Source: an optimization exercise on an open RTL-to-GDS flow (aim: small area and a short achievable clock period). Production flows keep margins and buffers that such runs may drop.
The RTL was checked by simulation tests, not by an equivalence proof against the original design.

## flow/design.v (module list and top-level ports; edited modules follow where they fit)
// module fu_mul_lat3_32b: 2070 lines
module fu_mul_lat3_32b (
  input  logic        clk,
  input  logic        reset,
  input  logic        io_glock,
  input  logic [31:0] io_o1data,
  input  logic        io_o1load,
  input  logic [31:0] io_t1data,
  input  logic        io_t1load,
  input  logic [1:0]  io_t1opcode,
  output logic [31:0] io_r1data,
  output logic        io_r1valid
);
  // ...
==> flow/run.sh <==
#!/bin/bash
# synth_recipe.tcl (not shown) runs the flow's synth.tcl, then flattens the netlist and writes it again
# the make line also repeats each setting of config.mk as NAME=value (left out here)
make -C /OpenROAD-flow-scripts/flow DESIGN_CONFIG=/design/flow/config.mk WORK_HOME=/design/flow/orfs CLKGATE_MAP_FILE= SYNTH_SCRIPT=/design/flow/synth_recipe.tcl finish
==> flow/config.mk <==
export PLATFORM = sky130hd
export DESIGN_NAME = fu_mul_lat3_32b
export DESIGN_NICKNAME = fu_mul_lat3_32b
export VERILOG_FILES = /design/flow/design.v
export SDC_FILE = /design/flow/constraint.sdc
export NUM_CORES = 4
export LEC_CHECK = 0
export ABC_CLOCK_PERIOD_IN_PS = 4000
export CAP_MARGIN = 20
export CORE_MARGIN = 2
export CORE_UTILIZATION = 55
export CTS_CLUSTER_SIZE = 20
export SETUP_SLACK_MARGIN = 4.0
export SLEW_MARGIN = 20
==> flow/constraint.sdc <==
create_clock -name core_clock -period 8.5 [get_ports {clk}]
set_input_delay 1.7000 -clock core_clock [delete_from_list [all_inputs] [get_ports {clk}]]
set_output_delay 1.7000 -clock core_clock [all_outputs]
set_load 0.01 [all_outputs]
==> run summary, run 1 <==
outcome timing/DRC/antenna clean; top_reg_cell synth edfxtp_1; Initial DRC Count 3,976; CP Cell Sequence clkdlybuf4s50_1, ha_1, inv_1, fa_1, nor2b_1, o21a_1, o21ai_0, nand2b_1, a31oi_4, o21ai_2, a311o_1, a211oi_2, nor2b_1, o41a_1; top cells by count, synth clkbuf_1 (384), xnor2_1 (363), a221oi_1 (311), a22o_1 (311), inv_1 (275); clock sinks approximately 300; Signal buffers 199; die footprint 0.06471 sq mm; number of synthesized flops with an enable pin 212; Worst-Margin Slew around 1.1 ns; hold_buf cts 0; fraction of registers with async set/reset between 20% and 30%; crit-path most repeated cell nor2b_1; setup slack, reg-to-reg 4.16 ns; footprint of the multi-input gates 0.02323 sq mm; Tap Count between 800 and 900; placed cell areas 0.03562 sq mm; skew final approximately 0.016 ns; final setup violation count 0; number of remaining DRC errors 0; clock root buffer clkbuf_16; Hold Path Cell Cnt 2; Seq/total area 23.25%; slowest CP cell clkdlybuf4s50_1
==> run 2: changes to the inputs <==
--- a/flow/config.mk
+++ b/flow/config.mk
@@ -10,5 +10,5 @@
 export CORE_MARGIN = 2
 export CORE_UTILIZATION = 55
 export CTS_CLUSTER_SIZE = 20
-export SETUP_SLACK_MARGIN = 4.0
+export SETUP_SLACK_MARGIN = 4.6
 export SLEW_MARGIN = 20
==> run 2 against run 1 <==
Compared with the run above:
- final cell count grew 0.95%
- die area unchanged
- still clean on timing, DRC and antenna
- via count up 1.7%
- highest routed layer unchanged
- fmax increased by 14%
- critical path type unchanged
==> run summary, run 2 <==
GR Overflow Total 0; placed cell areas 0.03570 sq mm (+0.21%); Post-layout nets between 3k and 4k; Max H-tree Level 2; clock root buffer clkbuf_16; largest net degree at the start of global routing 82; routed via count 30.20k; Worst-path clk slew 0.06 ns; CP Data Required Time around 8.8 ns; vias in the first global route 29.64k; number of synthesized flops with an enable pin 212 (unchanged); WP data arrival 4.22 ns; Final Hold Fails 0; CTS tree yes; number of remaining DRC errors 0 (unchanged); biggest regs s2Cs_q x143, s1A3_q x35, r1Data_q x32; initial antenna violation count 3; clock latency (worst-skew pair) 0.57 ns; most common cell after layout, fill and taps aside xnor2_1; fmax 255.4 MHz; flops & latches, synth 299; Pins Over Slew Limit 0; Critical path origin io_t1data[1]; max reg flops 143; IO Pins about 100; Hold Path Origin o1Ng_q[3]; gpl congestion 1.009; Worst-Margin Slew 1.046 ns (-0.05581 ns); skew final 0.02738 ns (+0.01146 ns); Routed Antenna Nets 0; # rows roughly 90; core area 0.06183 sq mm; fillcell total 5,178; HPWL after detailed placement 82,370 um; GRT Util Overall 37.97%; final setup violation count 0 (unchanged); Post-Syn Area 0.03448 sq mm; initial core utilization 55.77%; Routed WL 124,700 um; critical path's top delay family compound AO/OA/AOI/OAI gates; Buf/Inv on CP 2; outcome timing/DRC/antenna clean; synthesized netlist cell count 3,568; die footprint 0.06471 sq mm (unchanged); area leader, netlist edfxtp_1; CP max stage delay 0.41 ns; Simple-Gate Fraction of Synth Area between 6 and 7%; first drt pass iteration count 9; Inserted Clock Buffers 36; xor/xnor share of the synthesized area 12.27%; Metal-1 WL 47,990 um; Die Span Y 254.4 um; drt wl/cell 29.19 um; Net Count, Synth 4,086; synth-to-layout area growth 10.07%; Ys Warns 1; cell area after layout about 0.038 sq mm; sequential fraction of the synthesis area 24.78%; Crit Path Max Fanout 4; Worst Hold Class register to register; top layer in use met5; CP Launch Type input pin; crit-path most repeated cell nor2b_1; FF-to-FF Start s1A3_q[10]; Compound-Gate Fraction of Synth Area 26.27%; Critical Path Sink Type register; Largest Register s2Cs_q; PortBufs 103; proportion of layout cells with a drive suffix above 1 10.40%; CTS max path bufs 3; multiplexer area fraction after synthesis 0.2177%; slowest CP cell a311o_1; maxcap violations 0; top cells by count, synth clkbuf_1 (384), xnor2_1 (363), a221oi_1 (311), a22o_1 (311), inv_1 (275); Synth area leaders edfxtp_1 (18%), fa_1 (16%), xnor2_1 (9.2%); met2 wire length approximately 51,000 um; RSZ-0062 raised after global routing yes; Die X 254.4 um; fraction of registers with async set/reset 29.10% (unchanged); first-pass GRT wire length roughly 190,000 um; largest family of logic cells by synthesized area compound AO/OA/AOI/OAI gates; Initial DRC Count 4,562 (+15%); drt via density 7.073; most frequent cells in the layout xnor2_1 (361), a22o_1 (311), a221oi_1 (303); post-synth top area share around 18%; setup TNS 0 ns; top_reg_cell synth edfxtp_1; Synth Area in Adders 22.10%; clock sinks 299 (unchanged); critical path class input pin to register; Tcrit/Tclk final 46.06%; CP Cell Sequence buf_8, ha_4, inv_2, fa_2, nor2b_1, o21a_1, o21ai_1, nand2b_1, a31oi_4, o21ai_4, a311o_1, a211oi_2, nor2b_1, o41a_1; hold_buf cts 0 (unchanged); max_slew headroom 30.20%; fin crit period 3.915 ns; wire length on met3 about 18,000 um; syn_area_per_cell around 9.7 sq um; most common cell in the netlist clkbuf_1; Netlist cell types 95
-- run 2: changes by cell type in the layout (fill, tap and decap cells not counted), sizes merged --
cell	previous run	this run
clkinvlp	2	4
dlymetal6s2s	0	9
clkdlybuf4s50	102	80
bufinv	4	6
clkinv	14	9
clkdlybuf4s15	0	3
clkbuf	39	53
inv	280	278
buf	97	133
dlygate4sd2	0	2
diode	0	1
-- run 2: cell families (layout without fill, tap and decap cells) --
logic type,after synthesis,after routing
xor gates and xnor gates,483,483
other,0,1
AOI/OAI and AO/OA,1159,1159
muxes,7,7
and+or+nand+nor,460,460
adders and majority gates,447,447
DFF,299,299
buffers and inverters,713,577
-- run 2: timing repair --
item / in CTS / in global routing
pin swaps: 8 / 26
gates cloned: 0 / 1
setup buffers: 14 / 24
endpoints found under the setup margin: 161 / 110
endpoints found under the hold margin: 0 / 0
resized for setup: 82 / 132
-- run 2: metrics by stage --
stage               hold WS (ns)  setup WS, ns  std cells  util [%]
global placement          0.4547         3.555       4167     57.74
floorplan                 0.4003         3.743       3568         -
global route              0.5009         4.498       4269     61.39
detailed placement        0.4669         3.527       4167     57.74
CTS                       0.4793         4.488       4244     60.31
finish                    0.4764         4.585       4270     61.39
-- run 2: area by class of cell --
| cell class | instances | area, sq um | area share (%) |
|---|---|---|---|
| Inverter | 278 | 1051 | 2.769 |
| Antenna cell | 1 | 2.502 | 0.006593 |
| Timing Repair Buffer | 236 | 2255 | 5.940 |
| Clock buffer | 44 | 982.2 | 2.588 |
| Sequential cell | 299 | 8596 | 22.65 |
| Multi-Input combinational cell | 2556 | 23750 | 62.58 |
| Clock inverter | 19 | 269.0 | 0.7088 |
| Tap cell | 837 | 1047 | 2.759 |
-- run 2: routing by layer --
metal,GRT usage (%),vias to the layer above
met2,54.35,2339
met5,1.729,-
met3,14.02,615
li1,-,12666
met4,19.21,4
met1,50.20,14578
-- run 2: worst reg2reg max path, cell delays in order, from the launching register on --
cell      delay [ns]
edfxtp_1        0.80
a221oi_1        0.54
xnor2_1         0.16
fa_1            0.49
fa_1            0.45
fa_2            0.48
fa_1            0.45
ha_1            0.30
-- run 2: path summary, 6_finish.rpt --
check / to / slack (ns) / cells past startpoint
setup / recovery: s1A3_q[33] / 4.59 / 14
hold / removal: o1Ng_q[3] / 0.48 / 2
setup reg to reg: s2Cs_q[60] / 4.59 / 7
hold reg to reg: o1Ng_q[3] / 0.48 / 2
max in group asynchronous: o1Ng_q[8] / 6.18 / 2
min in group asynchronous: s2Valid_q / 1.08 / 1

-- separate check: timing with driven ports --
The flow's constraints put no driver on any port. The routed layouts listed below were extracted and timed again, unchanged, in two steps. Step 1, drivers: a clkbuf_16 drives clk and a buf_2 each remaining input, both assumed. Step 2 adds t to the input delays and takes it off the output delays; t is the mean of the earliest and latest rising clock arrival at the registers after step 1. Input paths then give back, and output paths get back, about the clock's delay inside the block. Slacks: ideal / step 1 / step 2; pairs: ideal / step 1.
run | t (ns) | slack for setup (ns) | worst setup path after step 2 | slew at the worst register clock pin (ns) | worst slew at a driven data input, ns
run 1 | 0.620 | 4.048 / 4.092 / 3.472 | input to register | 0.06 / 0.06 | 0.05
run 2 | 0.627 | 4.585 / 4.587 / 3.987 | input to register | 0.06 / 0.06 | 0.06
After both steps every run listed still meets setup and hold. For run 2, which loses most, drivers alone change the setup slack by +0.002 ns; drivers and shift together by -0.598 ns.
